Context: an optimization exercise on an open-source flow, tuned for small area and a short achievable clock period. The choices shown serve that exercise and are no tape-out recipe. RTL that was checked went through simulation tests only; none was proved equivalent to the original. Only the layout flow was run in run 1; the RTL was not checked for function there. The flow treats the clock pin as an ideal source, which a real chip does not have. Power is estimated from default activity; no workload was simulated.

## flow/design.v (module list and top-level ports; edited modules follow where they fit)
// module mult_28_pipe: 1646 lines
module mult_28_pipe #(
    parameter int          LOGQ  = 28,
    parameter int unsigned PRIME = 32'h0FFF_0001,
    parameter int          TAGW  = 8
) (
    input  logic                CLK,
    input  logic                RSTN,
    input  logic                EN,
    input  logic                IN_VALID,
    input  logic [LOGQ-1:0]     A,
    input  logic [LOGQ-1:0]     B,
    input  logic [TAGW-1:0]     IN_TAG,
    output logic                OUT_VALID,
    output logic [2*LOGQ-1:0]   PROD,
    output logic [TAGW-1:0]     OUT_TAG,
    output logic                BUSY,
    output logic                RANGE_ERR
);
  // ...
==> flow/flow/run.sh <==
#!/bin/bash
set -euo pipefail
here=$(pwd)
# Modified copy of ORFS's synth.tcl
sed 's/synth -top $::env(DESIGN_NAME) -run fine: {\*}$synth_full_args/synth -top $::env(DESIGN_NAME) -run fine: -noabc {*}$synth_full_args/' \
    "$FLOW_HOME/scripts/synth.tcl" > "$here/flow_synth.tcl"
grep -q -- '-run fine: -noabc' "$here/flow_synth.tcl"
# synth_recipe.tcl with the modified synth.tcl in place of ORFS's
sed "s#source \$::env(SCRIPTS_DIR)/synth.tcl#source $here/flow_synth.tcl#" \
    "$here/synth_recipe.tcl" > "$here/flow_synth_recipe.tcl"
grep -q "flow_synth.tcl" "$here/flow_synth_recipe.tcl"
# standard.sh with that synthesis script
sed -e "s#SYNTH_SCRIPT=$here/synth_recipe.tcl#SYNTH_SCRIPT=$here/flow_synth_recipe.tcl#" \
    -e "s#CLKGATE_MAP_FILE= #CLKGATE_MAP_FILE= MATCH_CELL_FOOTPRINT=0 #" \
    "$here/standard.sh" > "$here/flow_standard.sh"
grep -q "flow_synth_recipe.tcl" "$here/flow_standard.sh"
grep -q "MATCH_CELL_FOOTPRINT=0" "$here/flow_standard.sh"
export BUFFER_PORTS_ARGS="-buffer_cell sky130_fd_sc_hd__buf_1"
export CTS_ARGS="-sink_clustering_enable -repair_clock_nets -dont_use_dummy_load -buf_list {sky130_fd_sc_hd__clkbuf_4}"
bash "$here/flow_standard.sh" cts > "$here/flow_make_cts.log" 2>&1
RES="$here/orfs/results/sky130hd/mult_28_pipe/base" PLATFORM_DIR="$FLOW_HOME/platforms/sky130hd" \
SKEW_CELL2=sky130_fd_sc_hd__clkdlybuf4s18_1 SKEW_CELL3=sky130_fd_sc_hd__clkdlybuf4s50_1 \
    openroad -no_init -exit "$here/flow/skew.tcl" > "$here/flow_skew.log" 2>&1
bash "$here/flow_standard.sh" > "$here/flow_make.log" 2>&1
==> flow/flow/skew.tcl <==
set R $::env(RES)
set P $::env(PLATFORM_DIR)
read_lef $P/lef/sky130_fd_sc_hd.tlef
read_lef $P/lef/sky130_fd_sc_hd_merged.lef
read_liberty $P/lib/sky130_fd_sc_hd__tt_025C_1v80.lib
read_db $R/4_cts.odb
read_sdc $R/4_cts.sdc
source $P/setRC.tcl
set_propagated_clock [all_clocks]
estimate_parasitics -placement
report_worst_slack -max
set block [ord::get_db_block]
set groups [list [list r2_q $::env(SKEW_CELL2)] [list r_p3 $::env(SKEW_CELL3)]]
set n 0
set leafnets {}
foreach net [$block getNets] {
  if {[$net getSigType] ne "CLOCK"} continue
  lappend leafnets [$net getName]
}
# Per leaf clock net and per group: if the group owns every sink of the net,
# the delay cell goes on the input of the net's leaf buffer (the leaf buffer
# still drives the sinks); otherwise the group's sinks get a clkbuf_4 of their
# own, with the delay cell on its input.
foreach nname $leafnets {
  set allpins {}
  foreach pin [get_pins -quiet -of_objects [get_nets $nname]] {
    if {[get_property $pin direction] eq "input"} { lappend allpins $pin }
  }
  set drvpin ""
  foreach pin [get_pins -quiet -of_objects [get_nets $nname]] {
    if {[get_property $pin direction] eq "output"} { set drvpin $pin }
  }
  if {$drvpin eq ""} continue
  foreach g $groups {
    lassign $g prefix cell
    if {$cell eq "none"} continue
    set pins {}
    set xs 0.0; set ys 0.0
    foreach pin $allpins {
      set pname [get_full_name $pin]
      if {[string first $prefix $pname] == 0 && [string match "*/CLK" $pname]} {
        lappend pins $pin
        set loc [sta::pin_location $pin]
        set xs [expr {$xs + 1e6 * [lindex $loc 0]}]; set ys [expr {$ys + 1e6 * [lindex $loc 1]}]
      }
    }
    if {[llength $pins] == 0} continue
    set k [llength $pins]
    set x [expr {$xs / $k}]; set y [expr {$ys / $k}]
    if {$k == [llength $allpins]} {
      # the leaf buffer's input
      set lb [get_full_name [get_cells -of_objects $drvpin]]
      set lbin [get_pins $lb/A]
      set loc [sta::pin_location $lbin]
      set innet [get_full_name [get_nets -of_objects $lbin]]
      insert_buffer -buffer_cell $cell -net $innet -load_pins [list $lbin] -location [list [expr {1e6*[lindex $loc 0]}] [expr {1e6*[lindex $loc 1]}]] -buffer_name skew_${prefix}_$n
    } else {
      insert_buffer -buffer_cell sky130_fd_sc_hd__clkbuf_4 -net $nname -load_pins $pins -location [list $x $y] -buffer_name skewb_${prefix}_$n
      set bin [get_pins skewb_${prefix}_$n/A]
      insert_buffer -buffer_cell $cell -net $nname -load_pins [list $bin] -location [list $x $y] -buffer_name skew_${prefix}_$n
    }
    incr n
  }
}
puts "skew buffers inserted: $n"
# new nets carry the clock
foreach net [$block getNets] {
  set drv [$net getFirstOutput]
  if {$drv ne "NULL" && $drv ne "" && [string match "skew_*" [[$drv getInst] getName]]} { $net setSigType CLOCK }
}
detailed_placement
check_placement
estimate_parasitics -placement
report_worst_slack -max
report_worst_slack -min
write_db $R/4_cts.odb
==> flow/standard.sh <==
#!/bin/bash
# synth_recipe.tcl (not shown) runs the flow's synth.tcl, then flattens the netlist and writes it again
# the make line also repeats each setting of config.mk as NAME=value (left out here)
make -C /OpenROAD-flow-scripts/flow DESIGN_CONFIG=/design/flow/config.mk WORK_HOME=/design/flow/orfs CLKGATE_MAP_FILE= SYNTH_SCRIPT=/design/flow/synth_recipe.tcl "${@:-finish}"
==> flow/config.mk <==
export PLATFORM = sky130hd
export DESIGN_NAME = mult_28_pipe
export DESIGN_NICKNAME = mult_28_pipe
export VERILOG_FILES = /design/flow/design.v
export SDC_FILE = /design/flow/constraint.sdc
export NUM_CORES = 4
export LEC_CHECK = 0
export ABC_AREA = 1
export CAP_MARGIN = 20
export CORE_MARGIN = 2
export CORE_UTILIZATION = 40
export SETUP_SLACK_MARGIN = 3.0
export SLEW_MARGIN = 20
==> flow/constraint.sdc <==
create_clock -name core_clock -period 6.5 [get_ports {CLK}]
set_input_delay 1.3000 -clock core_clock [delete_from_list [all_inputs] [get_ports {CLK}]]
set_output_delay 1.3000 -clock core_clock [all_outputs]
set_load 0.01 [all_outputs]
==> results.ini, run 1 <==
[layout]
clock_buffers=169
seqCellArea_um2=9830
largest_reg_flops=140
buffers=198
largest_cell_class=multi-input gates
clk_share=0.0436

[global_route]
use_met1=0.378
grt.met2_usage=0.415
overflow=0
grt_max_degree=157

[place]
globalplace.congestion=0.947
hpwl_um=69000
pre_cts_slack_ns=2.40

[synth]
async_reset_ff_frac=0.0122
synth_nets=3155
synthAdderAreaFrac=0.228
yosysMostFrequentCell=nand2_1
ys_top_cells_by_area=edfxtp_1 35%, fa_1 16%, xor2_1 9.3%, a221oi_1 7.4%, ha_1 7.0%
synthCells=2713
synthSimpleGateAreaFrac=0.0816
synthMuxAreaShare=0

[clock_tree]
cts_tree=yes
cts_resized=65
postCtsSetupRepairBufs=30

[timing]
fmax_ghz=0.287
finalSetupViolCount=0

[die]
std_cell_rows=96
initial_core_util=0.404

[worst_setup_path]
cp_data_required_time_ns=7.24
crit_path_end=r2_q[82]$_DFFE_PP_
crit_chain=clkinvlp_2 > o22ai_1 > a221oi_1 > xor2_1 > fa_1 > fa_1 > fa_1
reg2reg_slack_ns=3.02
crit_type=flip-flop to flip-flop

[run_status]
outcome=complete, no violations

[power]
clock_power_w=0.00211
p_seq_frac=0.251
total_power_w=0.0167

==> run 2: changes to the inputs <==
--- a/flow/design.v
+++ b/flow/design.v
@@ -43,238 +43,17 @@
         assign w_m2[j] = (w_q == 4'b0011) | (w_q == 4'b0100) | (w_q == 4'b1011) | (w_q == 4'b1100);
         assign w_m3[j] = (w_q == 4'b0101) | (w_q == 4'b0110) | (w_q == 4'b1001) | (w_q == 4'b1010);
         assign w_m4[j] = (w_q == 4'b0111) | (w_q == 4'b1000);
         if (j < 9) begin : g_neg
             assign w_neg[j] = w_q[3];
         end
     end
     logic [LOGQ+1:0] w_a3;
-    assign w_a3[0] = A[0];
-    wire tg533 = A[1] & A[0];
-    wire tp534 = A[1] ^ A[0];
-    wire tg535 = A[2] & A[1];
-    wire tp536 = A[2] ^ A[1];
-    wire tg537 = A[3] & A[2];
-    wire tp538 = A[3] ^ A[2];
-    wire tg539 = A[4] & A[3];
-    wire tp540 = A[4] ^ A[3];
-    wire tg541 = A[5] & A[4];
-    wire tp542 = A[5] ^ A[4];
-    wire tg543 = A[6] & A[5];
-    wire tp544 = A[6] ^ A[5];
-    wire tg545 = A[7] & A[6];
-    wire tp546 = A[7] ^ A[6];
-    wire tg547 = A[8] & A[7];
-    wire tp548 = A[8] ^ A[7];
-    wire tg549 = A[9] & A[8];
-    wire tp550 = A[9] ^ A[8];
-    wire tg551 = A[10] & A[9];
-    wire tp552 = A[10] ^ A[9];
-    wire tg553 = A[11] & A[10];
-    wire tp554 = A[11] ^ A[10];
-    wire tg555 = A[12] & A[11];
-    wire tp556 = A[12] ^ A[11];
-    wire tg557 = A[13] & A[12];
-    wire tp558 = A[13] ^ A[12];
-    wire tg559 = A[14] & A[13];
-    wire tp560 = A[14] ^ A[13];
-    wire tg561 = A[15] & A[14];
-    wire tp562 = A[15] ^ A[14];
-    wire tg563 = A[16] & A[15];
-    wire tp564 = A[16] ^ A[15];
-    wire tg565 = A[17] & A[16];
-    wire tp566 = A[17] ^ A[16];
-    wire tg567 = A[18] & A[17];
-    wire tp568 = A[18] ^ A[17];
-    wire tg569 = A[19] & A[18];
-    wire tp570 = A[19] ^ A[18];
-    wire tg571 = A[20] & A[19];
-    wire tp572 = A[20] ^ A[19];
-    wire tg573 = A[21] & A[20];
-    wire tp574 = A[21] ^ A[20];
-    wire tg575 = A[22] & A[21];
-    wire tp576 = A[22] ^ A[21];
-    wire tg577 = A[23] & A[22];
-    wire tp578 = A[23] ^ A[22];
-    wire tg579 = A[24] & A[23];
-    wire tp580 = A[24] ^ A[23];
-    wire tg581 = A[25] & A[24];
-    wire tp582 = A[25] ^ A[24];
-    wire tg583 = A[26] & A[25];
-    wire tp584 = A[26] ^ A[25];
-    wire tg585 = A[27] & A[26];
-    wire tp586 = A[27] ^ A[26];
-    wire tg587 = 1'b0 & A[27];
-    wire tp588 = 1'b0 ^ A[27];
-    wire tg589 = 1'b0 & 1'b0;
-    wire tp590 = 1'b0 ^ 1'b0;
-    wire tG591 = tg535 | (tp536 & tg533);
-    wire tP592 = tp536 & tp534;
-    wire tG593 = tg539 | (tp540 & tg537);
-    wire tP594 = tp540 & tp538;
-    wire tG595 = tg543 | (tp544 & tg541);
-    wire tP596 = tp544 & tp542;
-    wire tG597 = tg547 | (tp548 & tg545);
-    wire tP598 = tp548 & tp546;
-    wire tG599 = tg551 | (tp552 & tg549);
-    wire tP600 = tp552 & tp550;
-    wire tG601 = tg555 | (tp556 & tg553);
-    wire tP602 = tp556 & tp554;
-    wire tG603 = tg559 | (tp560 & tg557);
-    wire tP604 = tp560 & tp558;
-    wire tG605 = tg563 | (tp564 & tg561);
-    wire tP606 = tp564 & tp562;
-    wire tG607 = tg567 | (tp568 & tg565);
-    wire tP608 = tp568 & tp566;
-    wire tG609 = tg571 | (tp572 & tg569);
-    wire tP610 = tp572 & tp570;
-    wire tG611 = tg575 | (tp576 & tg573);
-    wire tP612 = tp576 & tp574;
-    wire tG613 = tg579 | (tp580 & tg577);
-    wire tP614 = tp580 & tp578;
-    wire tG615 = tg583 | (tp584 & tg581);
-    wire tP616 = tp584 & tp582;
-    wire tG617 = tg587 | (tp588 & tg585);
-    wire tP618 = tp588 & tp586;
-    wire tG619 = tg537 | (tp538 & tG591);
-    wire tP620 = tp538 & tP592;
-    wire tG621 = tG593 | (tP594 & tG591);
-    wire tP622 = tP594 & tP592;
-    wire tG623 = tg545 | (tp546 & tG595);
-    wire tP624 = tp546 & tP596;
-    wire tG625 = tG597 | (tP598 & tG595);
-    wire tP626 = tP598 & tP596;
-    wire tG627 = tg553 | (tp554 & tG599);
-    wire tP628 = tp554 & tP600;
-    wire tG629 = tG601 | (tP602 & tG599);
-    wire tP630 = tP602 & tP600;
-    wire tG631 = tg561 | (tp562 & tG603);
-    wire tP632 = tp562 & tP604;
-    wire tG633 = tG605 | (tP606 & tG603);
-    wire tP634 = tP606 & tP604;
-    wire tG635 = tg569 | (tp570 & tG607);
-    wire tP636 = tp570 & tP608;
-    wire tG637 = tG609 | (tP610 & tG607);
-    wire tP638 = tP610 & tP608;
-    wire tG639 = tg577 | (tp578 & tG611);
-    wire tP640 = tp578 & tP612;
-    wire tG641 = tG613 | (tP614 & tG611);
-    wire tP642 = tP614 & tP612;
-    wire tG643 = tg585 | (tp586 & tG615);
-    wire tP644 = tp586 & tP616;
-    wire tG645 = tG617 | (tP618 & tG615);
-    wire tP646 = tP618 & tP616;
-    wire tG647 = tg541 | (tp542 & tG621);
-    wire tP648 = tp542 & tP622;
-    wire tG649 = tG595 | (tP596 & tG621);
-    wire tP650 = tP596 & tP622;
-    wire tG651 = tG623 | (tP624 & tG621);
-    wire tP652 = tP624 & tP622;
-    wire tG653 = tG625 | (tP626 & tG621);
-    wire tP654 = tP626 & tP622;
-    wire tG655 = tg557 | (tp558 & tG629);
-    wire tP656 = tp558 & tP630;
-    wire tG657 = tG603 | (tP604 & tG629);
-    wire tP658 = tP604 & tP630;
-    wire tG659 = tG631 | (tP632 & tG629);
-    wire tP660 = tP632 & tP630;
-    wire tG661 = tG633 | (tP634 & tG629);
-    wire tP662 = tP634 & tP630;
-    wire tG663 = tg573 | (tp574 & tG637);
-    wire tP664 = tp574 & tP638;
-    wire tG665 = tG611 | (tP612 & tG637);
-    wire tP666 = tP612 & tP638;
-    wire tG667 = tG639 | (tP640 & tG637);
-    wire tP668 = tP640 & tP638;
-    wire tG669 = tG641 | (tP642 & tG637);
-    wire tP670 = tP642 & tP638;
-    wire tG671 = tg589 | (tp590 & tG645);
-    wire tP672 = tp590 & tP646;
-    wire tG673 = tg549 | (tp550 & tG653);
-    wire tP674 = tp550 & tP654;
-    wire tG675 = tG599 | (tP600 & tG653);
-    wire tP676 = tP600 & tP654;
-    wire tG677 = tG627 | (tP628 & tG653);
-    wire tP678 = tP628 & tP654;
-    wire tG679 = tG629 | (tP630 & tG653);
-    wire tP680 = tP630 & tP654;
-    wire tG681 = tG655 | (tP656 & tG653);
-    wire tP682 = tP656 & tP654;
-    wire tG683 = tG657 | (tP658 & tG653);
-    wire tP684 = tP658 & tP654;
-    wire tG685 = tG659 | (tP660 & tG653);
-    wire tP686 = tP660 & tP654;
-    wire tG687 = tG661 | (tP662 & tG653);
-    wire tP688 = tP662 & tP654;
-    wire tG689 = tg581 | (tp582 & tG669);
-    wire tP690 = tp582 & tP670;
-    wire tG691 = tG615 | (tP616 & tG669);
-    wire tP692 = tP616 & tP670;
-    wire tG693 = tG643 | (tP644 & tG669);
-    wire tP694 = tP644 & tP670;
-    wire tG695 = tG645 | (tP646 & tG669);
-    wire tP696 = tP646 & tP670;
-    wire tG697 = tG671 | (tP672 & tG669);
-    wire tP698 = tP672 & tP670;
-    wire tG699 = tg565 | (tp566 & tG687);
-    wire tP700 = tp566 & tP688;
-    wire tG701 = tG607 | (tP608 & tG687);
-    wire tP702 = tP608 & tP688;
-    wire tG703 = tG635 | (tP636 & tG687);
-    wire tP704 = tP636 & tP688;
-    wire tG705 = tG637 | (tP638 & tG687);
-    wire tP706 = tP638 & tP688;
-    wire tG707 = tG663 | (tP664 & tG687);
-    wire tP708 = tP664 & tP688;
-    wire tG709 = tG665 | (tP666 & tG687);
-    wire tP710 = tP666 & tP688;
-    wire tG711 = tG667 | (tP668 & tG687);
-    wire tP712 = tP668 & tP688;
-    wire tG713 = tG669 | (tP670 & tG687);
-    wire tP714 = tP670 & tP688;
-    wire tG715 = tG689 | (tP690 & tG687);
-    wire tP716 = tP690 & tP688;
-    wire tG717 = tG691 | (tP692 & tG687);
-    wire tP718 = tP692 & tP688;
-    wire tG719 = tG693 | (tP694 & tG687);
-    wire tP720 = tP694 & tP688;
-    wire tG721 = tG695 | (tP696 & tG687);
-    wire tP722 = tP696 & tP688;
-    wire tG723 = tG697 | (tP698 & tG687);
-    wire tP724 = tP698 & tP688;
-    assign w_a3[1] = tp534;
-    assign w_a3[2] = tp536 ^ tg533;
-    assign w_a3[3] = tp538 ^ tG591;
-    assign w_a3[4] = tp540 ^ tG619;
-    assign w_a3[5] = tp542 ^ tG621;
-    assign w_a3[6] = tp544 ^ tG647;
-    assign w_a3[7] = tp546 ^ tG649;
-    assign w_a3[8] = tp548 ^ tG651;
-    assign w_a3[9] = tp550 ^ tG653;
-    assign w_a3[10] = tp552 ^ tG673;
-    assign w_a3[11] = tp554 ^ tG675;
-    assign w_a3[12] = tp556 ^ tG677;
-    assign w_a3[13] = tp558 ^ tG679;
-    assign w_a3[14] = tp560 ^ tG681;
-    assign w_a3[15] = tp562 ^ tG683;
-    assign w_a3[16] = tp564 ^ tG685;
-    assign w_a3[17] = tp566 ^ tG687;
-    assign w_a3[18] = tp568 ^ tG699;
-    assign w_a3[19] = tp570 ^ tG701;
-    assign w_a3[20] = tp572 ^ tG703;
-    assign w_a3[21] = tp574 ^ tG705;
-    assign w_a3[22] = tp576 ^ tG707;
-    assign w_a3[23] = tp578 ^ tG709;
-    assign w_a3[24] = tp580 ^ tG711;
-    assign w_a3[25] = tp582 ^ tG713;
-    assign w_a3[26] = tp584 ^ tG715;
-    assign w_a3[27] = tp586 ^ tG717;
-    assign w_a3[28] = tp588 ^ tG719;
-    assign w_a3[29] = tp590 ^ tG721;
+    mult_28_pipe_x3 u_x3 (.a(A), .p(w_a3));
     logic [LOGQ-1:0] a1;
     logic [LOGQ+1:0] a3;
     logic [9:0]      d_m1, d_m2, d_m3, d_m4;
     logic [8:0]      d_neg;
     logic [TAGW-1:0] r_t1, r_t2, r_t3;
     always_ff @(posedge CLK) begin
         if (EN) begin
             a1    <= A;
@@ -1141,128 +920,153 @@
     wire c528 = r2_q[130] & r2_q[131];
     wire s529 = r2_q[133] ^ r2_q[134];
     wire c530 = r2_q[133] & r2_q[134];
     wire s531 = r2_q[136] ^ r2_q[137];
     wire c532 = r2_q[136] & r2_q[137];
     logic [55:0] w_x, w_y, w_prod;
     assign w_x = {r2_q[139], r2_q[138], c530, r2_q[135], r2_q[132], c526, s525, c522, c520, s519, c516, c514, s513, s511, c508, s507, c504, c502, s501, c498, c496, s495, c492, c490, c488, s487, c484, c482, c480, c478, c476, c474, c472, c470, c468, c466, c464, c462, c460, c458, c456, c454, c452, c450, c448, c446, c444, c442, c440, r2_q[9], r2_q[6], r2_q[5], r2_q[4], r2_q[3], r2_q[2], r2_q[0]};
     assign w_y = {1'b0, c532, s531, s529, c528, s527, c524, s523, s521, c518, s517, s515, c512, c510, s509, c506, s505, s503, c500, s499, s497, c494, s493, s491, s489, c486, s485, s483, s481, s479, s477, s475, s473, s471, s469, s467, s465, s463, s461, s459, s457, s455, s453, s451, s449, s447, s445, s443, s441, s439, 1'b0, 1'b0, 1'b0, 1'b0, 1'b0, r2_q[1]};
-    wire fg725 = w_x[0] & w_y[0];
-    wire fp726 = w_x[0] ^ w_y[0];
-    wire fg727 = w_x[1] & w_y[1];
-    wire fp728 = w_x[1] ^ w_y[1];
-    wire fg729 = w_x[2] & w_y[2];
-    wire fp730 = w_x[2] ^ w_y[2];
-    wire fg731 = w_x[3] & w_y[3];
-    wire fp732 = w_x[3] ^ w_y[3];
-    wire fg733 = w_x[4] & w_y[4];
-    wire fp734 = w_x[4] ^ w_y[4];
-    wire fg735 = w_x[5] & w_y[5];
-    wire fp736 = w_x[5] ^ w_y[5];
-    wire fg737 = w_x[6] & w_y[6];
-    wire fp738 = w_x[6] ^ w_y[6];
-    wire fg739 = w_x[7] & w_y[7];
-    wire fp740 = w_x[7] ^ w_y[7];
-    wire fg741 = w_x[8] & w_y[8];
-    wire fp742 = w_x[8] ^ w_y[8];
-    wire fg743 = w_x[9] & w_y[9];
-    wire fp744 = w_x[9] ^ w_y[9];
-    wire fg745 = w_x[10] & w_y[10];
-    wire fp746 = w_x[10] ^ w_y[10];
-    wire fg747 = w_x[11] & w_y[11];
-    wire fp748 = w_x[11] ^ w_y[11];
-    wire fg749 = w_x[12] & w_y[12];
-    wire fp750 = w_x[12] ^ w_y[12];
-    wire fg751 = w_x[13] & w_y[13];
-    wire fp752 = w_x[13] ^ w_y[13];
-    wire fg753 = w_x[14] & w_y[14];
-    wire fp754 = w_x[14] ^ w_y[14];
-    wire fg755 = w_x[15] & w_y[15];
-    wire fp756 = w_x[15] ^ w_y[15];
-    wire fg757 = w_x[16] & w_y[16];
-    wire fp758 = w_x[16] ^ w_y[16];
-    wire fg759 = w_x[17] & w_y[17];
-    wire fp760 = w_x[17] ^ w_y[17];
-    wire fg761 = w_x[18] & w_y[18];
-    wire fp762 = w_x[18] ^ w_y[18];
-    wire fg763 = w_x[19] & w_y[19];
-    wire fp764 = w_x[19] ^ w_y[19];
-    wire fg765 = w_x[20] & w_y[20];
-    wire fp766 = w_x[20] ^ w_y[20];
-    wire fg767 = w_x[21] & w_y[21];
-    wire fp768 = w_x[21] ^ w_y[21];
-    wire fg769 = w_x[22] & w_y[22];
-    wire fp770 = w_x[22] ^ w_y[22];
-    wire fg771 = w_x[23] & w_y[23];
-    wire fp772 = w_x[23] ^ w_y[23];
-    wire fg773 = w_x[24] & w_y[24];
-    wire fp774 = w_x[24] ^ w_y[24];
-    wire fg775 = w_x[25] & w_y[25];
-    wire fp776 = w_x[25] ^ w_y[25];
-    wire fg777 = w_x[26] & w_y[26];
-    wire fp778 = w_x[26] ^ w_y[26];
-    wire fg779 = w_x[27] & w_y[27];
-    wire fp780 = w_x[27] ^ w_y[27];
-    wire fg781 = w_x[28] & w_y[28];
-    wire fp782 = w_x[28] ^ w_y[28];
-    wire fg783 = w_x[29] & w_y[29];
-    wire fp784 = w_x[29] ^ w_y[29];
-    wire fg785 = w_x[30] & w_y[30];
-    wire fp786 = w_x[30] ^ w_y[30];
-    wire fg787 = w_x[31] & w_y[31];
-    wire fp788 = w_x[31] ^ w_y[31];
-    wire fg789 = w_x[32] & w_y[32];
-    wire fp790 = w_x[32] ^ w_y[32];
-    wire fg791 = w_x[33] & w_y[33];
-    wire fp792 = w_x[33] ^ w_y[33];
-    wire fg793 = w_x[34] & w_y[34];
-    wire fp794 = w_x[34] ^ w_y[34];
-    wire fg795 = w_x[35] & w_y[35];
-    wire fp796 = w_x[35] ^ w_y[35];
-    wire fg797 = w_x[36] & w_y[36];
-    wire fp798 = w_x[36] ^ w_y[36];
-    wire fg799 = w_x[37] & w_y[37];
-    wire fp800 = w_x[37] ^ w_y[37];
-    wire fg801 = w_x[38] & w_y[38];
-    wire fp802 = w_x[38] ^ w_y[38];
-    wire fg803 = w_x[39] & w_y[39];
-    wire fp804 = w_x[39] ^ w_y[39];
-    wire fg805 = w_x[40] & w_y[40];
-    wire fp806 = w_x[40] ^ w_y[40];
-    wire fg807 = w_x[41] & w_y[41];
-    wire fp808 = w_x[41] ^ w_y[41];
-    wire fg809 = w_x[42] & w_y[42];
-    wire fp810 = w_x[42] ^ w_y[42];
-    wire fg811 = w_x[43] & w_y[43];
-    wire fp812 = w_x[43] ^ w_y[43];
-    wire fg813 = w_x[44] & w_y[44];
-    wire fp814 = w_x[44] ^ w_y[44];
-    wire fg815 = w_x[45] & w_y[45];
-    wire fp816 = w_x[45] ^ w_y[45];
-    wire fg817 = w_x[46] & w_y[46];
-    wire fp818 = w_x[46] ^ w_y[46];
-    wire fg819 = w_x[47] & w_y[47];
-    wire fp820 = w_x[47] ^ w_y[47];
-    wire fg821 = w_x[48] & w_y[48];
-    wire fp822 = w_x[48] ^ w_y[48];
-    wire fg823 = w_x[49] & w_y[49];
-    wire fp824 = w_x[49] ^ w_y[49];
-    wire fg825 = w_x[50] & w_y[50];
-    wire fp826 = w_x[50] ^ w_y[50];
-    wire fg827 = w_x[51] & w_y[51];
-    wire fp828 = w_x[51] ^ w_y[51];
-    wire fg829 = w_x[52] & w_y[52];
-    wire fp830 = w_x[52] ^ w_y[52];
-    wire fg831 = w_x[53] & w_y[53];
-    wire fp832 = w_x[53] ^ w_y[53];
-    wire fg833 = w_x[54] & w_y[54];
-    wire fp834 = w_x[54] ^ w_y[54];
-    wire fg835 = w_x[55] & w_y[55];
-    wire fp836 = w_x[55] ^ w_y[55];
+    mult_28_pipe_cpa u_cpa (.x(w_x), .y(w_y), .s(w_prod));
+    logic [2*LOGQ-1:0] r_p3;
+    always_ff @(posedge CLK) begin
+        if (EN) r_p3 <= w_prod;
+    end
+    assign OUT_VALID = r_v3;
+    assign PROD      = r_p3;
+    assign OUT_TAG   = r_t3;
+    assign BUSY      = r_v1 | r_v2 | r_v3;
+    localparam logic [LOGQ-1:0] c_prime = PRIME[LOGQ-1:0];
+    logic r_range_err;
+    always_ff @(posedge CLK or negedge RSTN) begin
+        if (!RSTN) begin
+            r_range_err <= 1'b0;
+        end else if (EN && IN_VALID && (A >= c_prime || B >= c_prime)) begin
+            r_range_err <= 1'b1;
+        end
+    end
+    assign RANGE_ERR = r_range_err;
+endmodule
+module mult_28_pipe_cpa (
+    input  logic [55:0] x,
+    input  logic [55:0] y,
+    output logic [55:0] s
+);
+    wire fg725 = x[0] & y[0];
+    wire fp726 = x[0] ^ y[0];
+    wire fg727 = x[1] & y[1];
+    wire fp728 = x[1] ^ y[1];
+    wire fg729 = x[2] & y[2];
+    wire fp730 = x[2] ^ y[2];
+    wire fg731 = x[3] & y[3];
+    wire fp732 = x[3] ^ y[3];
+    wire fg733 = x[4] & y[4];
+    wire fp734 = x[4] ^ y[4];
+    wire fg735 = x[5] & y[5];
+    wire fp736 = x[5] ^ y[5];
+    wire fg737 = x[6] & y[6];
+    wire fp738 = x[6] ^ y[6];
+    wire fg739 = x[7] & y[7];
+    wire fp740 = x[7] ^ y[7];
+    wire fg741 = x[8] & y[8];
+    wire fp742 = x[8] ^ y[8];
+    wire fg743 = x[9] & y[9];
+    wire fp744 = x[9] ^ y[9];
+    wire fg745 = x[10] & y[10];
+    wire fp746 = x[10] ^ y[10];
+    wire fg747 = x[11] & y[11];
+    wire fp748 = x[11] ^ y[11];
+    wire fg749 = x[12] & y[12];
+    wire fp750 = x[12] ^ y[12];
+    wire fg751 = x[13] & y[13];
+    wire fp752 = x[13] ^ y[13];
+    wire fg753 = x[14] & y[14];
+    wire fp754 = x[14] ^ y[14];
+    wire fg755 = x[15] & y[15];
+    wire fp756 = x[15] ^ y[15];
+    wire fg757 = x[16] & y[16];
+    wire fp758 = x[16] ^ y[16];
+    wire fg759 = x[17] & y[17];
+    wire fp760 = x[17] ^ y[17];
+    wire fg761 = x[18] & y[18];
+    wire fp762 = x[18] ^ y[18];
+    wire fg763 = x[19] & y[19];
+    wire fp764 = x[19] ^ y[19];
+    wire fg765 = x[20] & y[20];
+    wire fp766 = x[20] ^ y[20];
+    wire fg767 = x[21] & y[21];
+    wire fp768 = x[21] ^ y[21];
+    wire fg769 = x[22] & y[22];
+    wire fp770 = x[22] ^ y[22];
+    wire fg771 = x[23] & y[23];
+    wire fp772 = x[23] ^ y[23];
+    wire fg773 = x[24] & y[24];
+    wire fp774 = x[24] ^ y[24];
+    wire fg775 = x[25] & y[25];
+    wire fp776 = x[25] ^ y[25];
+    wire fg777 = x[26] & y[26];
+    wire fp778 = x[26] ^ y[26];
+    wire fg779 = x[27] & y[27];
+    wire fp780 = x[27] ^ y[27];
+    wire fg781 = x[28] & y[28];
+    wire fp782 = x[28] ^ y[28];
+    wire fg783 = x[29] & y[29];
+    wire fp784 = x[29] ^ y[29];
+    wire fg785 = x[30] & y[30];
+    wire fp786 = x[30] ^ y[30];
+    wire fg787 = x[31] & y[31];
+    wire fp788 = x[31] ^ y[31];
+    wire fg789 = x[32] & y[32];
+    wire fp790 = x[32] ^ y[32];
+    wire fg791 = x[33] & y[33];
+    wire fp792 = x[33] ^ y[33];
+    wire fg793 = x[34] & y[34];
+    wire fp794 = x[34] ^ y[34];
+    wire fg795 = x[35] & y[35];
+    wire fp796 = x[35] ^ y[35];
+    wire fg797 = x[36] & y[36];
+    wire fp798 = x[36] ^ y[36];
+    wire fg799 = x[37] & y[37];
+    wire fp800 = x[37] ^ y[37];
+    wire fg801 = x[38] & y[38];
+    wire fp802 = x[38] ^ y[38];
+    wire fg803 = x[39] & y[39];
+    wire fp804 = x[39] ^ y[39];
+    wire fg805 = x[40] & y[40];
+    wire fp806 = x[40] ^ y[40];
+    wire fg807 = x[41] & y[41];
+    wire fp808 = x[41] ^ y[41];
+    wire fg809 = x[42] & y[42];
+    wire fp810 = x[42] ^ y[42];
+    wire fg811 = x[43] & y[43];
+    wire fp812 = x[43] ^ y[43];
+    wire fg813 = x[44] & y[44];
+    wire fp814 = x[44] ^ y[44];
+    wire fg815 = x[45] & y[45];
+    wire fp816 = x[45] ^ y[45];
+    wire fg817 = x[46] & y[46];
+    wire fp818 = x[46] ^ y[46];
+    wire fg819 = x[47] & y[47];
+    wire fp820 = x[47] ^ y[47];
+    wire fg821 = x[48] & y[48];
+    wire fp822 = x[48] ^ y[48];
+    wire fg823 = x[49] & y[49];
+    wire fp824 = x[49] ^ y[49];
+    wire fg825 = x[50] & y[50];
+    wire fp826 = x[50] ^ y[50];
+    wire fg827 = x[51] & y[51];
+    wire fp828 = x[51] ^ y[51];
+    wire fg829 = x[52] & y[52];
+    wire fp830 = x[52] ^ y[52];
+    wire fg831 = x[53] & y[53];
+    wire fp832 = x[53] ^ y[53];
+    wire fg833 = x[54] & y[54];
+    wire fp834 = x[54] ^ y[54];
+    wire fg835 = x[55] & y[55];
+    wire fp836 = x[55] ^ y[55];
     wire fG837 = fg727 | (fp728 & fg725);
     wire fP838 = fp728 & fp726;
     wire fG839 = fg731 | (fp732 & fg729);
     wire fP840 = fp732 & fp730;
     wire fG841 = fg735 | (fp736 & fg733);
     wire fP842 = fp736 & fp734;
     wire fG843 = fg739 | (fp740 & fg737);
     wire fP844 = fp740 & fp738;
@@ -1565,84 +1369,293 @@
     wire fG1141 = fG1093 | (fP1094 & fG1083);
     wire fP1142 = fP1094 & fP1084;
     wire fG1143 = fG1095 | (fP1096 & fG1083);
     wire fP1144 = fP1096 & fP1084;
     wire fG1145 = fG1097 | (fP1098 & fG1083);
     wire fP1146 = fP1098 & fP1084;
     wire fG1147 = fG1099 | (fP1100 & fG1083);
     wire fP1148 = fP1100 & fP1084;
-    assign w_prod[0] = fp726;
-    assign w_prod[1] = fp728 ^ fg725;
-    assign w_prod[2] = fp730 ^ fG837;
-    assign w_prod[3] = fp732 ^ fG893;
-    assign w_prod[4] = fp734 ^ fG895;
-    assign w_prod[5] = fp736 ^ fG949;
-    assign w_prod[6] = fp738 ^ fG951;
-    assign w_prod[7] = fp740 ^ fG953;
-    assign w_prod[8] = fp742 ^ fG955;
-    assign w_prod[9] = fp744 ^ fG1005;
-    assign w_prod[10] = fp746 ^ fG1007;
-    assign w_prod[11] = fp748 ^ fG1009;
-    assign w_prod[12] = fp750 ^ fG1011;
-    assign w_prod[13] = fp752 ^ fG1013;
-    assign w_prod[14] = fp754 ^ fG1015;
-    assign w_prod[15] = fp756 ^ fG1017;
-    assign w_prod[16] = fp758 ^ fG1019;
-    assign w_prod[17] = fp760 ^ fG1053;
-    assign w_prod[18] = fp762 ^ fG1055;
-    assign w_prod[19] = fp764 ^ fG1057;
-    assign w_prod[20] = fp766 ^ fG1059;
-    assign w_prod[21] = fp768 ^ fG1061;
-    assign w_prod[22] = fp770 ^ fG1063;
-    assign w_prod[23] = fp772 ^ fG1065;
-    assign w_prod[24] = fp774 ^ fG1067;
-    assign w_prod[25] = fp776 ^ fG1069;
-    assign w_prod[26] = fp778 ^ fG1071;
-    assign w_prod[27] = fp780 ^ fG1073;
-    assign w_prod[28] = fp782 ^ fG1075;
-    assign w_prod[29] = fp784 ^ fG1077;
-    assign w_prod[30] = fp786 ^ fG1079;
-    assign w_prod[31] = fp788 ^ fG1081;
-    assign w_prod[32] = fp790 ^ fG1083;
-    assign w_prod[33] = fp792 ^ fG1101;
-    assign w_prod[34] = fp794 ^ fG1103;
-    assign w_prod[35] = fp796 ^ fG1105;
-    assign w_prod[36] = fp798 ^ fG1107;
-    assign w_prod[37] = fp800 ^ fG1109;
-    assign w_prod[38] = fp802 ^ fG1111;
-    assign w_prod[39] = fp804 ^ fG1113;
-    assign w_prod[40] = fp806 ^ fG1115;
-    assign w_prod[41] = fp808 ^ fG1117;
-    assign w_prod[42] = fp810 ^ fG1119;
-    assign w_prod[43] = fp812 ^ fG1121;
-    assign w_prod[44] = fp814 ^ fG1123;
-    assign w_prod[45] = fp816 ^ fG1125;
-    assign w_prod[46] = fp818 ^ fG1127;
-    assign w_prod[47] = fp820 ^ fG1129;
-    assign w_prod[48] = fp822 ^ fG1131;
-    assign w_prod[49] = fp824 ^ fG1133;
-    assign w_prod[50] = fp826 ^ fG1135;
-    assign w_prod[51] = fp828 ^ fG1137;
-    assign w_prod[52] = fp830 ^ fG1139;
-    assign w_prod[53] = fp832 ^ fG1141;
-    assign w_prod[54] = fp834 ^ fG1143;
-    assign w_prod[55] = fp836 ^ fG1145;
-    logic [2*LOGQ-1:0] r_p3;
-    always_ff @(posedge CLK) begin
-        if (EN) r_p3 <= w_prod;
-    end
-    assign OUT_VALID = r_v3;
-    assign PROD      = r_p3;
-    assign OUT_TAG   = r_t3;
-    assign BUSY      = r_v1 | r_v2 | r_v3;
-    localparam logic [LOGQ-1:0] c_prime = PRIME[LOGQ-1:0];
-    logic r_range_err;
-    always_ff @(posedge CLK or negedge RSTN) begin
-        if (!RSTN) begin
-            r_range_err <= 1'b0;
-        end else if (EN && IN_VALID && (A >= c_prime || B >= c_prime)) begin
-            r_range_err <= 1'b1;
-        end
-    end
-    assign RANGE_ERR = r_range_err;
+    assign s[0] = fp726;
+    assign s[1] = fp728 ^ fg725;
+    assign s[2] = fp730 ^ fG837;
+    assign s[3] = fp732 ^ fG893;
+    assign s[4] = fp734 ^ fG895;
+    assign s[5] = fp736 ^ fG949;
+    assign s[6] = fp738 ^ fG951;
+    assign s[7] = fp740 ^ fG953;
+    assign s[8] = fp742 ^ fG955;
+    assign s[9] = fp744 ^ fG1005;
+    assign s[10] = fp746 ^ fG1007;
+    assign s[11] = fp748 ^ fG1009;
+    assign s[12] = fp750 ^ fG1011;
+    assign s[13] = fp752 ^ fG1013;
+    assign s[14] = fp754 ^ fG1015;
+    assign s[15] = fp756 ^ fG1017;
+    assign s[16] = fp758 ^ fG1019;
+    assign s[17] = fp760 ^ fG1053;
+    assign s[18] = fp762 ^ fG1055;
+    assign s[19] = fp764 ^ fG1057;
+    assign s[20] = fp766 ^ fG1059;
+    assign s[21] = fp768 ^ fG1061;
+    assign s[22] = fp770 ^ fG1063;
+    assign s[23] = fp772 ^ fG1065;
+    assign s[24] = fp774 ^ fG1067;
+    assign s[25] = fp776 ^ fG1069;
+    assign s[26] = fp778 ^ fG1071;
+    assign s[27] = fp780 ^ fG1073;
+    assign s[28] = fp782 ^ fG1075;
+    assign s[29] = fp784 ^ fG1077;
+    assign s[30] = fp786 ^ fG1079;
+    assign s[31] = fp788 ^ fG1081;
+    assign s[32] = fp790 ^ fG1083;
+    assign s[33] = fp792 ^ fG1101;
+    assign s[34] = fp794 ^ fG1103;
+    assign s[35] = fp796 ^ fG1105;
+    assign s[36] = fp798 ^ fG1107;
+    assign s[37] = fp800 ^ fG1109;
+    assign s[38] = fp802 ^ fG1111;
+    assign s[39] = fp804 ^ fG1113;
+    assign s[40] = fp806 ^ fG1115;
+    assign s[41] = fp808 ^ fG1117;
+    assign s[42] = fp810 ^ fG1119;
+    assign s[43] = fp812 ^ fG1121;
+    assign s[44] = fp814 ^ fG1123;
+    assign s[45] = fp816 ^ fG1125;
+    assign s[46] = fp818 ^ fG1127;
+    assign s[47] = fp820 ^ fG1129;
+    assign s[48] = fp822 ^ fG1131;
+    assign s[49] = fp824 ^ fG1133;
+    assign s[50] = fp826 ^ fG1135;
+    assign s[51] = fp828 ^ fG1137;
+    assign s[52] = fp830 ^ fG1139;
+    assign s[53] = fp832 ^ fG1141;
+    assign s[54] = fp834 ^ fG1143;
+    assign s[55] = fp836 ^ fG1145;
+endmodule
+module mult_28_pipe_x3 (
+    input  logic [27:0] a,
+    output logic [29:0] p
+);
+    assign p[0] = a[0];
+    wire tg533 = a[1] & a[0];
+    wire tp534 = a[1] ^ a[0];
+    wire tg535 = a[2] & a[1];
+    wire tp536 = a[2] ^ a[1];
+    wire tg537 = a[3] & a[2];
+    wire tp538 = a[3] ^ a[2];
+    wire tg539 = a[4] & a[3];
+    wire tp540 = a[4] ^ a[3];
+    wire tg541 = a[5] & a[4];
+    wire tp542 = a[5] ^ a[4];
+    wire tg543 = a[6] & a[5];
+    wire tp544 = a[6] ^ a[5];
+    wire tg545 = a[7] & a[6];
+    wire tp546 = a[7] ^ a[6];
+    wire tg547 = a[8] & a[7];
+    wire tp548 = a[8] ^ a[7];
+    wire tg549 = a[9] & a[8];
+    wire tp550 = a[9] ^ a[8];
+    wire tg551 = a[10] & a[9];
+    wire tp552 = a[10] ^ a[9];
+    wire tg553 = a[11] & a[10];
+    wire tp554 = a[11] ^ a[10];
+    wire tg555 = a[12] & a[11];
+    wire tp556 = a[12] ^ a[11];
+    wire tg557 = a[13] & a[12];
+    wire tp558 = a[13] ^ a[12];
+    wire tg559 = a[14] & a[13];
+    wire tp560 = a[14] ^ a[13];
+    wire tg561 = a[15] & a[14];
+    wire tp562 = a[15] ^ a[14];
+    wire tg563 = a[16] & a[15];
+    wire tp564 = a[16] ^ a[15];
+    wire tg565 = a[17] & a[16];
+    wire tp566 = a[17] ^ a[16];
+    wire tg567 = a[18] & a[17];
+    wire tp568 = a[18] ^ a[17];
+    wire tg569 = a[19] & a[18];
+    wire tp570 = a[19] ^ a[18];
+    wire tg571 = a[20] & a[19];
+    wire tp572 = a[20] ^ a[19];
+    wire tg573 = a[21] & a[20];
+    wire tp574 = a[21] ^ a[20];
+    wire tg575 = a[22] & a[21];
+    wire tp576 = a[22] ^ a[21];
+    wire tg577 = a[23] & a[22];
+    wire tp578 = a[23] ^ a[22];
+    wire tg579 = a[24] & a[23];
+    wire tp580 = a[24] ^ a[23];
+    wire tg581 = a[25] & a[24];
+    wire tp582 = a[25] ^ a[24];
+    wire tg583 = a[26] & a[25];
+    wire tp584 = a[26] ^ a[25];
+    wire tg585 = a[27] & a[26];
+    wire tp586 = a[27] ^ a[26];
+    wire tg587 = 1'b0 & a[27];
+    wire tp588 = 1'b0 ^ a[27];
+    wire tg589 = 1'b0 & 1'b0;
+    wire tp590 = 1'b0 ^ 1'b0;
+    wire tG591 = tg535 | (tp536 & tg533);
+    wire tP592 = tp536 & tp534;
+    wire tG593 = tg539 | (tp540 & tg537);
+    wire tP594 = tp540 & tp538;
+    wire tG595 = tg543 | (tp544 & tg541);
+    wire tP596 = tp544 & tp542;
+    wire tG597 = tg547 | (tp548 & tg545);
+    wire tP598 = tp548 & tp546;
+    wire tG599 = tg551 | (tp552 & tg549);
+    wire tP600 = tp552 & tp550;
+    wire tG601 = tg555 | (tp556 & tg553);
+    wire tP602 = tp556 & tp554;
+    wire tG603 = tg559 | (tp560 & tg557);
+    wire tP604 = tp560 & tp558;
+    wire tG605 = tg563 | (tp564 & tg561);
+    wire tP606 = tp564 & tp562;
+    wire tG607 = tg567 | (tp568 & tg565);
+    wire tP608 = tp568 & tp566;
+    wire tG609 = tg571 | (tp572 & tg569);
+    wire tP610 = tp572 & tp570;
+    wire tG611 = tg575 | (tp576 & tg573);
+    wire tP612 = tp576 & tp574;
+    wire tG613 = tg579 | (tp580 & tg577);
+    wire tP614 = tp580 & tp578;
+    wire tG615 = tg583 | (tp584 & tg581);
+    wire tP616 = tp584 & tp582;
+    wire tG617 = tg587 | (tp588 & tg585);
+    wire tP618 = tp588 & tp586;
+    wire tG619 = tg537 | (tp538 & tG591);
+    wire tP620 = tp538 & tP592;
+    wire tG621 = tG593 | (tP594 & tG591);
+    wire tP622 = tP594 & tP592;
+    wire tG623 = tg545 | (tp546 & tG595);
+    wire tP624 = tp546 & tP596;
+    wire tG625 = tG597 | (tP598 & tG595);
+    wire tP626 = tP598 & tP596;
+    wire tG627 = tg553 | (tp554 & tG599);
+    wire tP628 = tp554 & tP600;
+    wire tG629 = tG601 | (tP602 & tG599);
+    wire tP630 = tP602 & tP600;
+    wire tG631 = tg561 | (tp562 & tG603);
+    wire tP632 = tp562 & tP604;
+    wire tG633 = tG605 | (tP606 & tG603);
+    wire tP634 = tP606 & tP604;
+    wire tG635 = tg569 | (tp570 & tG607);
+    wire tP636 = tp570 & tP608;
+    wire tG637 = tG609 | (tP610 & tG607);
+    wire tP638 = tP610 & tP608;
+    wire tG639 = tg577 | (tp578 & tG611);
+    wire tP640 = tp578 & tP612;
+    wire tG641 = tG613 | (tP614 & tG611);
+    wire tP642 = tP614 & tP612;
+    wire tG643 = tg585 | (tp586 & tG615);
+    wire tP644 = tp586 & tP616;
+    wire tG645 = tG617 | (tP618 & tG615);
+    wire tP646 = tP618 & tP616;
+    wire tG647 = tg541 | (tp542 & tG621);
+    wire tP648 = tp542 & tP622;
+    wire tG649 = tG595 | (tP596 & tG621);
+    wire tP650 = tP596 & tP622;
+    wire tG651 = tG623 | (tP624 & tG621);
+    wire tP652 = tP624 & tP622;
+    wire tG653 = tG625 | (tP626 & tG621);
+    wire tP654 = tP626 & tP622;
+    wire tG655 = tg557 | (tp558 & tG629);
+    wire tP656 = tp558 & tP630;
+    wire tG657 = tG603 | (tP604 & tG629);
+    wire tP658 = tP604 & tP630;
+    wire tG659 = tG631 | (tP632 & tG629);
+    wire tP660 = tP632 & tP630;
+    wire tG661 = tG633 | (tP634 & tG629);
+    wire tP662 = tP634 & tP630;
+    wire tG663 = tg573 | (tp574 & tG637);
+    wire tP664 = tp574 & tP638;
+    wire tG665 = tG611 | (tP612 & tG637);
+    wire tP666 = tP612 & tP638;
+    wire tG667 = tG639 | (tP640 & tG637);
+    wire tP668 = tP640 & tP638;
+    wire tG669 = tG641 | (tP642 & tG637);
+    wire tP670 = tP642 & tP638;
+    wire tG671 = tg589 | (tp590 & tG645);
+    wire tP672 = tp590 & tP646;
+    wire tG673 = tg549 | (tp550 & tG653);
+    wire tP674 = tp550 & tP654;
+    wire tG675 = tG599 | (tP600 & tG653);
+    wire tP676 = tP600 & tP654;
+    wire tG677 = tG627 | (tP628 & tG653);
+    wire tP678 = tP628 & tP654;
+    wire tG679 = tG629 | (tP630 & tG653);
+    wire tP680 = tP630 & tP654;
+    wire tG681 = tG655 | (tP656 & tG653);
+    wire tP682 = tP656 & tP654;
+    wire tG683 = tG657 | (tP658 & tG653);
+    wire tP684 = tP658 & tP654;
+    wire tG685 = tG659 | (tP660 & tG653);
+    wire tP686 = tP660 & tP654;
+    wire tG687 = tG661 | (tP662 & tG653);
+    wire tP688 = tP662 & tP654;
+    wire tG689 = tg581 | (tp582 & tG669);
+    wire tP690 = tp582 & tP670;
+    wire tG691 = tG615 | (tP616 & tG669);
+    wire tP692 = tP616 & tP670;
+    wire tG693 = tG643 | (tP644 & tG669);
+    wire tP694 = tP644 & tP670;
+    wire tG695 = tG645 | (tP646 & tG669);
+    wire tP696 = tP646 & tP670;
+    wire tG697 = tG671 | (tP672 & tG669);
+    wire tP698 = tP672 & tP670;
+    wire tG699 = tg565 | (tp566 & tG687);
+    wire tP700 = tp566 & tP688;
+    wire tG701 = tG607 | (tP608 & tG687);
+    wire tP702 = tP608 & tP688;
+    wire tG703 = tG635 | (tP636 & tG687);
+    wire tP704 = tP636 & tP688;
+    wire tG705 = tG637 | (tP638 & tG687);
+    wire tP706 = tP638 & tP688;
+    wire tG707 = tG663 | (tP664 & tG687);
+    wire tP708 = tP664 & tP688;
+    wire tG709 = tG665 | (tP666 & tG687);
+    wire tP710 = tP666 & tP688;
+    wire tG711 = tG667 | (tP668 & tG687);
+    wire tP712 = tP668 & tP688;
+    wire tG713 = tG669 | (tP670 & tG687);
+    wire tP714 = tP670 & tP688;
+    wire tG715 = tG689 | (tP690 & tG687);
+    wire tP716 = tP690 & tP688;
+    wire tG717 = tG691 | (tP692 & tG687);
+    wire tP718 = tP692 & tP688;
+    wire tG719 = tG693 | (tP694 & tG687);
+    wire tP720 = tP694 & tP688;
+    wire tG721 = tG695 | (tP696 & tG687);
+    wire tP722 = tP696 & tP688;
+    wire tG723 = tG697 | (tP698 & tG687);
+    wire tP724 = tP698 & tP688;
+    assign p[1] = tp534;
+    assign p[2] = tp536 ^ tg533;
+    assign p[3] = tp538 ^ tG591;
+    assign p[4] = tp540 ^ tG619;
+    assign p[5] = tp542 ^ tG621;
+    assign p[6] = tp544 ^ tG647;
+    assign p[7] = tp546 ^ tG649;
+    assign p[8] = tp548 ^ tG651;
+    assign p[9] = tp550 ^ tG653;
+    assign p[10] = tp552 ^ tG673;
+    assign p[11] = tp554 ^ tG675;
+    assign p[12] = tp556 ^ tG677;
+    assign p[13] = tp558 ^ tG679;
+    assign p[14] = tp560 ^ tG681;
+    assign p[15] = tp562 ^ tG683;
+    assign p[16] = tp564 ^ tG685;
+    assign p[17] = tp566 ^ tG687;
+    assign p[18] = tp568 ^ tG699;
+    assign p[19] = tp570 ^ tG701;
+    assign p[20] = tp572 ^ tG703;
+    assign p[21] = tp574 ^ tG705;
+    assign p[22] = tp576 ^ tG707;
+    assign p[23] = tp578 ^ tG709;
+    assign p[24] = tp580 ^ tG711;
+    assign p[25] = tp582 ^ tG713;
+    assign p[26] = tp584 ^ tG715;
+    assign p[27] = tp586 ^ tG717;
+    assign p[28] = tp588 ^ tG719;
+    assign p[29] = tp590 ^ tG721;
 endmodule
 `default_nettype wire
--- a/flow/flow/run.sh
+++ b/flow/flow/run.sh
@@ -1,15 +1,22 @@
 #!/bin/bash
 set -euo pipefail
 here=$(pwd)
 # Modified copy of ORFS's synth.tcl
-sed 's/synth -top $::env(DESIGN_NAME) -run fine: {\*}$synth_full_args/synth -top $::env(DESIGN_NAME) -run fine: -noabc {*}$synth_full_args/' \
+# The design is flattened only after extract_fa, which runs on the top module
+# alone: the final carry-propagate adder (module mult_28_pipe_cpa) stays plain
+# logic for ABC instead of ending in full-adder cells.
+sed -e 's/synth -top $::env(DESIGN_NAME) -run fine: {\*}$synth_full_args/synth -top $::env(DESIGN_NAME) -run fine: -noabc {*}$synth_full_args/' \
+    -e 's/^  synth -flatten -run :fine {\*}$synth_full_args/  synth -run :fine {*}$synth_full_args/' \
+    -e 's/^  extract_fa {\*}\[dont_use_extract_fa_args\]$/  extract_fa {*}[dont_use_extract_fa_args] $::env(DESIGN_NAME)\n  flatten/' \
     "$FLOW_HOME/scripts/synth.tcl" > "$here/flow_synth.tcl"
 grep -q -- '-run fine: -noabc' "$here/flow_synth.tcl"
+grep -q -- '^  synth -run :fine' "$here/flow_synth.tcl"
+grep -q -- 'dont_use_extract_fa_args\] $::env(DESIGN_NAME)' "$here/flow_synth.tcl"
 # synth_recipe.tcl with the modified synth.tcl in place of ORFS's
 sed "s#source \$::env(SCRIPTS_DIR)/synth.tcl#source $here/flow_synth.tcl#" \
     "$here/synth_recipe.tcl" > "$here/flow_synth_recipe.tcl"
 grep -q "flow_synth.tcl" "$here/flow_synth_recipe.tcl"
 # standard.sh with that synthesis script
 sed -e "s#SYNTH_SCRIPT=$here/synth_recipe.tcl#SYNTH_SCRIPT=$here/flow_synth_recipe.tcl#" \
     -e "s#CLKGATE_MAP_FILE= #CLKGATE_MAP_FILE= MATCH_CELL_FOOTPRINT=0 #" \
     "$here/standard.sh" > "$here/flow_standard.sh"
==> flow/config.mk (replaced) <==
export PLATFORM = sky130hd
export DESIGN_NAME = mult_28_pipe
export DESIGN_NICKNAME = mult_28_pipe
export VERILOG_FILES = /design/flow/design.v
export SDC_FILE = /design/flow/constraint.sdc
export NUM_CORES = 4
export LEC_CHECK = 0
export ABC_AREA = 1
export CAP_MARGIN = 20
export CORE_MARGIN = 2
export CORE_UTILIZATION = 40
export SETUP_SLACK_MARGIN = 3.4
export SLEW_MARGIN = 20
==> run 2 against run 1 <==
  * Register-to-register slack better by 0.29 ns
  * Cell area up 5.5%
  * Global-route usage up 1.0 points
  * Hold slack better by 0.020 ns
  * Setup slack better by 0.29 ns
  * Largest power group unchanged
  * Synthesized cell count up 6.6%
  * Sequential power down 3%
  * Utilization up 2.6 points
  * Highest routed layer unchanged
  * Clock power down 3%
==> results.ini, run 2 <==
[worst_setup_path]
crit_path_end=r_p3[51]$_DFFE_PP_
cp_slowest_cell=fa_1
end_kind=flip-flop
cp_slowest_stage_delay_ns=0.56
start_kind=flip-flop
reg2reg_to=r_p3[51]$_DFFE_PP_
path_buf_inv=1
crit_chain=ha_2 > fa_1 > fa_1 > xor2_2 > nand2_2 > inv_2 > nand2_4 > nor2_4 > nand4_1 > nor2_2 > nand2_2 > nand3_1 > nand2_1
crit_arrival_ns=3.86
r2r-start=r2_q[75]$_DFFE_PP_
cpLargestDelayFamily=adder cells
crit_start=r2_q[75]$_DFFE_PP_
cp_max_fo=3
reg2regPathDepth=13
crit_type=flip-flop to flip-flop
cp_data_required_time_ns=7.17  ; -0.07 ns
reg2reg_slack_ns=3.31  ; +0.29 ns
cp.depth=13

[layout]
regMostFlops=r2_q
final_cell_mix=414 x nand2_1, 324 x edfxtp_1, 295 x xor2_1
largest_reg_flops=140  ; unchanged
fin_cells=4067
final_common_cell=nand2_1
layout.nets=3522
reg_top3=r2_q (140), r_p3 (56), a3 (30)
drive_gt1_frac=0.188
area_delta_synth_final_pct=17.6

[die]
dieWidth_um=267
core_um2=68500
std_cell_rows=96  ; unchanged
dieArea_um2=71100
fp.dieH_um=267
io_pins=135
initial_core_util=0.403  ; -0.000976

[timing]
worst_pin_slew_ns=1.08
drv_slew=0
fmax_ghz=0.313  ; +9.1%
hold_viol=0
maxSlewHeadroom=0.281
period_needed_ns=3.19
skew_ns=0.401
fin_crit_sh=0.491
rsz0062_at_grt=true
finalSetupViolCount=0  ; unchanged
tns_ns=0

[synth]
synth_area_um2=27600
seq_area_frac_synth=0.356
async_reset_ff_frac=0.0122  ; unchanged
post_synth.cell_area_avg_um2=9.54
synth_nets=3230  ; +2.4%
netlist.area_leader.share=0.353
ys_warn_count=1
synth-seq-cells=328
ys.flop_type=edfxtp_1
synth_cell_type_count=49
synth.top_cells.by_count=425 x nand2_1, 324 x edfxtp_1, 308 x inv_1
ys_top_cells_by_area=edfxtp_1 35%, fa_1 15%, xor2_1 9.4%, a221oi_1 7.4%, o22ai_1 6.0%
yosysMostFrequentCell=nand2_1
synthCells=2892  ; +6.6%
synth_edf_count=324
yosys.area.top_type=edfxtp_1

[routing]
routed_wl_um=107000
via_count=25185
antenna_left=0
wl_per_cell_um=26.4
drc_errors=0
vias_per_cell=6.19
drtPass1Iterations=10
drtIter0Drc=3638

[global_route]
antenna_found_initial=2
grt_max_degree=164  ; +4.5%
grt_first_pass_wirelength_um=157000
overflow=0  ; unchanged
first_global_vias=24995
grt_usage=0.300

[clock_tree]
path_clk_slew_ns=0.06
numClockSinks=328
cts_tree=yes
clk_latency_ns=1.33
numCtsBuffers=94
h-tree-depth=3
clock_path_buffers=3
root_buffer=clkbuf_4

[power]
p_leak_nw=13.3
ir_drop_uv=484
p_seq_frac=0.227  ; -0.024
p_int_w=0.00939
switching_share=0.477
p_clk_frac=0.114
powerDensity_nw_per_um2=553
netSwitchingPower_w=0.00856
comb_power_share=0.659
total_power_w=0.0180  ; +7.6%

[place]
hpwl_um=68100  ; -1.2%
placedCellCount=3708
port_buffers=134
globalplace.congestion=0.961  ; +1.5%

[job]
drv_cap=0

[worst_hold_path]
hp-class=input port to asynchronous set/reset pin

[run_status]
outcome=complete, no violations

[run 2: worst min path at each step]
| stage | from | end | cells past startpoint |
|---|---|---|---|
| 6_report | RSTN | r_range_err$_DFFE_PN0P_ | 1 |
| 5_1_grt | RSTN | r_range_err$_DFFE_PN0P_ | 1 |
| 4_1_cts | RSTN | r_range_err$_DFFE_PN0P_ | 1 |
| 3_5_place_dp | r_t2[0]$_DFFE_PP_ | r_t3[0]$_DFFE_PP_ | 0 |
| 3_3_place_gp | r_t1[5]$_DFFE_PP_ | r_t2[5]$_DFFE_PP_ | 0 |
| 2_1_floorplan | r_t1[0]$_DFFE_PP_ | r_t2[0]$_DFFE_PP_ | 0 |
[run 2: routing by layer]
layer	vias to the layer above	global-route usage	wire (um)
met1	12029	0.391	41700
li1	10711	-	-
met3	482	0.135	16000
met2	1963	0.424	43700
met4	0	0.138	5820
met5	-	0	0
[run 2: cell type report]
class | instances | area [um^2]
repair buffers | 320 | 2220
inverters | 340 | 1520
flip-flops and latches | 328 | 9830
clock buffers | 160 | 1290
repair inverters | 36 | 256
diodes | 3 | 7.51
fillers | 6471 | 36000
multi-input cells | 1998 | 16200
well taps | 882 | 1100
[run 2: timing repair]
action / CTS / global route
buffers inserted: 146 / 12
pin swaps: 16 / 13
resized for setup: 221 / 61
hold buffers: 0 / 0
setup endpoints to repair: 140 / 44
cloned: 38 / 0
[run 2: logic make-up after synthesis]
logic type               count (synthesis)  share of synthesized area
AO/OA/AOI/OAI                          659                      0.168
XOR/XNOR                               324                      0.103
adder cells (fa/ha/maj)                271                      0.180
buffers and inverters                  568                     0.0789
flip-flops                             328                      0.356
AND/OR/NAND/NOR                        742                      0.114
[run 2: through the flow]
step	utilization	setup WS, ns	instance area [um^2]	hold slack (ns)
floorplan	-	3.41	27600	0.400
global placement	0.417	2.53	28500	0.401
detailed placement	0.417	2.51	28600	0.405
CTS	0.461	3.33	31600	0.212
global route	0.474	3.14	32500	0.262
finish	0.474	3.31	32500	0.275
[run 2: power by group through the flow]
stage / clock network (W) / registers (W) / logic [W]
floorplan: 0 / 0.00401 / 0.00741
global placement: 0 / 0.00412 / 0.00952
detailed placement: 0 / 0.00414 / 0.00980
CTS: 0.00150 / 0.00407 / 0.0111
global route: 0.00225 / 0.00414 / 0.0132
finish: 0.00205 / 0.00408 / 0.0118
==> run 3: changes to the inputs <==
--- a/flow/config.mk
+++ b/flow/config.mk
@@ -9,5 +9,5 @@
 export CAP_MARGIN = 20
 export CORE_MARGIN = 2
 export CORE_UTILIZATION = 40
-export SETUP_SLACK_MARGIN = 3.4
+export SETUP_SLACK_MARGIN = 3.25
 export SLEW_MARGIN = 20
==> run 3 against run 2 <==
  * First-iteration DRC count shrank 8.0%
  * Setup slack worse by 0.056 ns
  * Register-to-register slack got worse by 0.06 ns
  * Highest routed layer unchanged
  * Sequential cell count unchanged
  * Largest power group unchanged
  * Largest cell class unchanged
  * Critical path type unchanged
  * Fmax decreased by 1.7%
  * Sequential share of layout area up 1.1 points
  * Via count shrank 0.72%
==> results.ini, run 3 <==
[run_status]
outcome=complete, no violations

[power]
powerDensity_nw_per_um2=545  ; -1.4%
p_clk_frac=0.123  ; +0.009
p_leak_nw=12.8  ; -3.9%
comb_power_share=0.637  ; -0.022
p_int_w=0.00880  ; -6.3%
p_seq_frac=0.241  ; +0.014
switching_share=0.485  ; +0.00866
ir_drop_uv=506  ; +4.5%
netSwitchingPower_w=0.00830  ; -3.0%

[synth]
synth_edf_count=324  ; unchanged
yosysMostFrequentCell=nand2_1
ys_top_cells_by_area=edfxtp_1 35%, fa_1 15%, xor2_1 9.4%, a221oi_1 7.4%, o22ai_1 6.0%
yosys.area.top_type=edfxtp_1
synth_nets=3230  ; unchanged
post_synth.cell_area_avg_um2=9.54  ; unchanged
synthCells=2892  ; unchanged
synth.top_cells.by_count=425 x nand2_1, 324 x edfxtp_1, 308 x inv_1
synth_cell_type_count=49  ; unchanged
ys.flop_type=edfxtp_1
async_reset_ff_frac=0.0122  ; unchanged
seq_area_frac_synth=0.356  ; unchanged
synth-seq-cells=328  ; unchanged
synth_area_um2=27600  ; unchanged
netlist.area_leader.share=0.353  ; unchanged
ys_warn_count=1  ; unchanged

[place]
pre_cts_slack_ns=2.43  ; -0.0796 ns
port_buffers=134  ; unchanged
dpl_cell_area_um2=28600  ; about the same
globalplace.congestion=0.998  ; +3.8%
hpwl_um=68600  ; +0.73%

[timing]
period_needed_ns=3.25  ; +0.0565 ns
finalSetupViolCount=0  ; unchanged
rsz0062_at_grt=true
fin_crit_sh=0.500  ; +0.00869
hold_viol=0  ; unchanged
fmax_ghz=0.308  ; -1.7%
setup_slack_ns=3.25  ; -0.0565 ns
worst_pin_slew_ns=0.945  ; -0.133 ns
maxSlewHeadroom=0.370  ; +0.0888
drv_slew=0  ; unchanged
skew_ns=0.411  ; +0.00980 ns
tns_ns=0  ; unchanged

[die]
initial_core_util=0.403  ; unchanged
fp.dieH_um=267  ; unchanged
dieArea_um2=71100  ; unchanged
core_um2=68500  ; unchanged
dieWidth_um=267  ; unchanged
io_pins=135  ; unchanged
std_cell_rows=96  ; unchanged

[layout]
drive_gt1_frac=0.147  ; -0.0412
final_area_um2=31400  ; -3.4%
area_delta_synth_final_pct=13.6
regMostFlops=r2_q
largest_reg_flops=140  ; unchanged
reg_top3=r2_q (140), r_p3 (56), a3 (30)
fill_cells=6558  ; +1.3%
multi_input_area_um2=15900  ; -1.8%
seqCellArea_um2=9830  ; unchanged
layout.nets=3455  ; -1.9%
final_cell_mix=422 x nand2_1, 324 x edfxtp_1, 295 x xor2_1
final_common_cell=nand2_1

[clock_tree]
cts_tree=yes
numClockSinks=328  ; unchanged
clk_latency_ns=1.33  ; about the same
numCtsBuffers=95  ; +1.1%
root_buffer=clkbuf_4
h-tree-depth=3  ; unchanged
cts_hold_buffers=0  ; unchanged
clock_path_buffers=3  ; unchanged
path_clk_slew_ns=0.06  ; about the same

[worst_hold_path]
hp-class=input port to asynchronous set/reset pin

[worst_setup_path]
timing.critical_path.mode_cell=fa_1
cpLargestDelayFamily=adder cells
reg2regPathDepth=5  ; -8
cp_data_required_time_ns=7.17  ; about the same
reg2reg_slack_ns=3.25  ; -0.06 ns
path_buf_inv=1  ; unchanged
cp_max_fo=28  ; +25
reg2reg_to=r2_q[98]$_DFFE_PP_
start_kind=flip-flop
crit_arrival_ns=3.92  ; +0.06 ns
cp_slowest_cell=edfxtp_1
r2r-start=d_neg[6]$_DFFE_PP_
crit_type=flip-flop to flip-flop
cp_slowest_stage_delay_ns=0.80  ; +0.24 ns
end_kind=flip-flop
crit_chain=inv_4 > xor2_1 > fa_1 > fa_1 > fa_1

[routing]
drtPass1Iterations=10  ; unchanged
wl_per_cell_um=27.3  ; +3.5%
vias_per_cell=6.25  ; +0.94%
routed_wl_um=109000  ; +1.8%
antenna_left=0  ; unchanged
drc_errors=0  ; unchanged
via_count=25003  ; -0.72%
drtIter0Drc=3347  ; -8.0%

[global_route]
grt_usage=0.302  ; +0.00237
grt_max_degree=155  ; -5.5%
antenna_found_initial=1  ; -1
overflow=0  ; unchanged
first_global_vias=24863  ; -0.53%
grt_first_pass_wirelength_um=158000  ; +0.56%

[job]
drv_cap=0  ; unchanged

==> run 3: cell count changes in the layout (fill, tap and decap cells not counted), moves of 15 or more <==
cell	change
a221oi_2	-21
clkinvlp_4	-15
buf_4	-47
a221oi_1	+21
buf_1	+25
clkbuf_2	-25
==> run 3: worst max path at each step <==
stage | start | end | cells past startpoint
after global routing | r2_q[74]$_DFFE_PP_ | r_p3[51]$_DFFE_PP_ | 13
after global placement | a1[15]$_DFFE_PP_ | r2_q[29]$_DFFE_PP_ | 7
after CTS | d_m2[1]$_DFFE_PP_ | r2_q[70]$_DFFE_PP_ | 7
after floorplan | d_neg[1]$_DFFE_PP_ | r2_q[33]$_DFFE_PP_ | 6
final | d_neg[6]$_DFFE_PP_ | r2_q[98]$_DFFE_PP_ | 5
after detailed placement | a1[15]$_DFFE_PP_ | r2_q[29]$_DFFE_PP_ | 7
==> run 3: power groups by stage <==
| stage | combinational [W] | clock, W | sequential, W |
|---|---|---|---|
| after detailed placement | 0.00977 | 0 | 0.00417 |
| after global routing | 0.0122 | 0.00231 | 0.00417 |
| final | 0.0109 | 0.00209 | 0.00411 |
| after CTS | 0.0101 | 0.00153 | 0.00410 |
| after global placement | 0.00949 | 0 | 0.00415 |
| after floorplan | 0.00741 | 0 | 0.00401 |
==> run 3: per-layer routing <==
layer	wire length (um)	track usage
met5	0	0.00693
met4	6040	0.159
met3	16000	0.138
met2	44400	0.424
met1	42600	0.387
==> run 3: per-stage QoR <==
stage                     power, W  utilization  cells  hold slack, ns
after floorplan             0.0114            -   2892           0.400
after global placement      0.0136        0.417   3712           0.400
after detailed placement    0.0139        0.417   3712           0.405
after CTS                   0.0157        0.446   3923           0.226
after global routing        0.0186        0.458   3998           0.252
final                       0.0171        0.458   4000           0.286
==> run 3: area by class of cell <==
cell class,count,area share
flip-flops and latches,328,0.314
multi-input cells,1998,0.509
clock buffers,165,0.0421
repair buffers,257,0.0488
inverters,340,0.0456
well taps,882,0.0352
repair inverters,27,0.00591
diodes,3,0.000239
==> run 3: kinds of logic after synthesis <==
group,after synthesis,share of synthesized area
DFF,328,0.356
buffers and inverters,568,0.0789
AOI/OAI and AO/OA,659,0.168
and+or+nand+nor,742,0.114
xor gates and xnor gates,324,0.103
adders and majority gates,271,0.180
==> run 3: repair_timing <==
action                                  4_1_cts  5_1_grt
buffers inserted                             89        2
gates resized for setup                     127       32
cloned                                       27        2
pin swaps                                     5        6
endpoints found under the setup margin      116       21

-- static timing again, ports no longer ideal --
The flow's constraints put no driver on any port. The routed layouts listed below were extracted and timed again, unchanged, in two steps.
Step 1 sets driving cells, clkbuf_16 on the clock port and buf_2 on the other inputs (assumed; they add their load-dependent delay and slew).
Step 2, shift: input delay + t, output delay - t, t = (earliest + latest rising clock arrival at the registers) / 2. This alone moves slack from input paths to output paths.
a / b / c = ideal / step 1 / step 2; a / b = the first two.
run	shift t [ns]	setup WS [ns]	worst setup path after step 2	clock arrival spread, ns	slew at the worst register clock pin (ns)
run 1	1.121	3.016 / 3.016 / 2.297	input to register	0.533 / 0.533	0.07 / 0.07
run 2	1.117	3.306 / 3.306 / 2.805	input to register	0.541 / 0.541	0.07 / 0.07
run 3	1.111	3.250 / 3.250 / 2.827	input to register	0.548 / 0.548	0.07 / 0.07
Clock arrivals are far apart in every run listed, so t is only a midpoint there and step 2 fits no single register. For run 1, which loses most, drivers alone change the setup slack by 0.000 ns; drivers and shift together by -0.719 ns.
